This design comes from an exercise in tuning for small area on the open sky130 flow, not from production work.
The RTL was checked by simulation tests, not by an equivalence proof against the original design.

==> flow/design.v (excerpt) <==
module viterbi_pmu (
	input  logic                       clk,
	input  logic                       reset_n,
	input  logic [6-1:0]   bm_000,
	input  logic [6-1:0]   bm_001,
	input  logic [6-1:0]   bm_010,
	input  logic [6-1:0]   bm_011,
	input  logic [6-1:0]   bm_100,
	input  logic [6-1:0]   bm_101,
	input  logic [6-1:0]   bm_110,
	input  logic [6-1:0]   bm_111,
	output logic [64-1:0] sel_out,
	output logic                       clk_div2_out
);
	logic [8*6-1:0]                  bm_set;
	logic                                        phase;
	logic [32*10-1:0]       slot_metrics;
	logic [32/2*10-1:0]     new_even;
	logic [32/2*10-1:0]     new_odd;
	logic [32/2-1:0]                   dec_even;
	logic [32/2-1:0]                   dec_odd;
	assign bm_set = {bm_111, bm_110, bm_101, bm_100, bm_011, bm_010, bm_001, bm_000};
	assign clk_div2_out = ~phase;
	acs_bank u_acs_bank (
		.phase        (phase),
		.bm_set       (bm_set),
		.slot_metrics (slot_metrics),
		.new_even     (new_even),
		.new_odd      (new_odd),
		.dec_even     (dec_even),
		.dec_odd      (dec_odd)
	);
	path_metric_store u_path_metric_store (
		.clk          (clk),
		.reset_n      (reset_n),
		.new_even     (new_even),
		.new_odd      (new_odd),
		.phase        (phase),
		.slot_metrics (slot_metrics)
	);
	decision_register u_decision_register (
		.clk       (clk),
		.reset_n   (reset_n),
		.phase     (phase),
		.dec_even  (dec_even),
		.dec_odd   (dec_odd),
		.sel_out   (sel_out)
	);
endmodule
Size in the first run: ~740 flip-flops, ~120 I/O pins.
==> module path_metric_store, before the edit <==
module path_metric_store (
	input  logic                                     clk,
	input  logic                                     reset_n,
	input  logic [32/2*10-1:0]  new_even,
	input  logic [32/2*10-1:0]  new_odd,
	output logic                                     phase,
	output logic [32*10-1:0]    slot_metrics
);
	localparam int W = 10;
	localparam int NU = 32/2;
	logic [NU*W-1:0] xa;
	logic [NU*W-1:0] xb;
	logic [NU*W-1:0] ya;
	logic [NU*W-1:0] yb;
	always_ff @(posedge clk or negedge reset_n) begin
		if (!reset_n) begin
			phase <= 1'b0;
		end else begin
			phase <= ~phase;
		end
	end
	always_ff @(posedge clk or negedge reset_n) begin
		if (!reset_n) begin
			ya <= '0;
			yb <= '0;
		end else begin
			ya <= phase ? yb : new_even;
			yb <= new_odd;
		end
	end
	always_ff @(posedge clk) begin
		xa <= ya;
		xb <= phase ? new_even : yb;
	end
	always_comb begin
		for (int k = 0; k < NU; k++) begin
			slot_metrics[(2*k)*W +: W]     = xa[k*W +: W];
			slot_metrics[(2*k + 1)*W +: W] = xb[k*W +: W];
		end
	end
endmodule
Settings: LEC_CHECK=0, CAP_MARGIN=20, CORE_MARGIN=2, CORE_UTILIZATION=40, CTS_CLUSTER_DIAMETER=80, CTS_CLUSTER_SIZE=25, SLEW_MARGIN=20; clock period 7.0 ns.
run.sh (not shown) runs the stock make flow with config.mk's settings and CLKGATE_MAP_FILE= SYNTH_SCRIPT=/design/flow/synth_recipe.tcl, a recipe that flattens the netlist after the stock synthesis.
Change:
--- a/flow/design.v
+++ b/flow/design.v
@@ -120,20 +120,24 @@
 			phase <= ~phase;
 		end
 	end
 	always_ff @(posedge clk or negedge reset_n) begin
 		if (!reset_n) begin
-			ya <= '0;
+			xa <= '0;
 			yb <= '0;
 		end else begin
-			ya <= phase ? yb : new_even;
+			xa <= ya;
 			yb <= new_odd;
 		end
 	end
+	logic sel_new;
+	logic sel_y;
+	assign sel_new = reset_n & phase;
+	assign sel_y   = reset_n & ~phase;
 	always_ff @(posedge clk) begin
-		xa <= ya;
-		xb <= phase ? new_even : yb;
+		xb <= ({NU*W{sel_new}} & new_even) | ({NU*W{sel_y}} & yb);
+		ya <= ({NU*W{sel_new}} & yb) | ({NU*W{sel_y}} & new_even);
 	end
 	always_comb begin
 		for (int k = 0; k < NU; k++) begin
 			slot_metrics[(2*k)*W +: W]     = xa[k*W +: W];
 			slot_metrics[(2*k + 1)*W +: W] = xb[k*W +: W];
Outcome:
- worst setup slack hardly moves
- final area climbs by 2.1%
- clock-buffer cell count increases by 4
- hold slack is worse by 0.020 ns
- final cell count went up by 6.7%
- clock skew came out lower by 0.011 ns

==> what the ideal ports hide <==
The results above use ideal ports. As a check the final layouts listed here were re-extracted and re-timed, cells and wires unchanged. Step 1 sets driving cells, clkbuf_16 on the clock port and buf_2 on the other inputs (assumed; they add their load-dependent delay and slew). Step 2 also shifts input and output timing later by t, the mid clock arrival at the registers, as if the neighbouring blocks saw the same clock. Three values: ideal, step 1, step 2; two values: the first two.
| run | t (ns) | slack for setup (ns) | hold slack, ns | worst register clock-pin slew, ns | worst data-port slew with drivers (ns) |
|---|---|---|---|---|---|
| the first run | 0.705 | 0.554 / 0.554 / -0.099 | 0.327 / 0.327 / 0.327 | 0.10 / 0.10 | 0.05 |
| the second run | 0.717 | 0.551 / 0.551 / -0.044 | 0.307 / 0.307 / 0.307 | 0.11 / 0.11 | 0.05 |
With both steps, setup timing fails in the first run and the second run, where it was met with ideal ports. For the first run, which loses most, drivers alone change the setup slack by 0.000 ns; drivers and shift together by -0.653 ns.
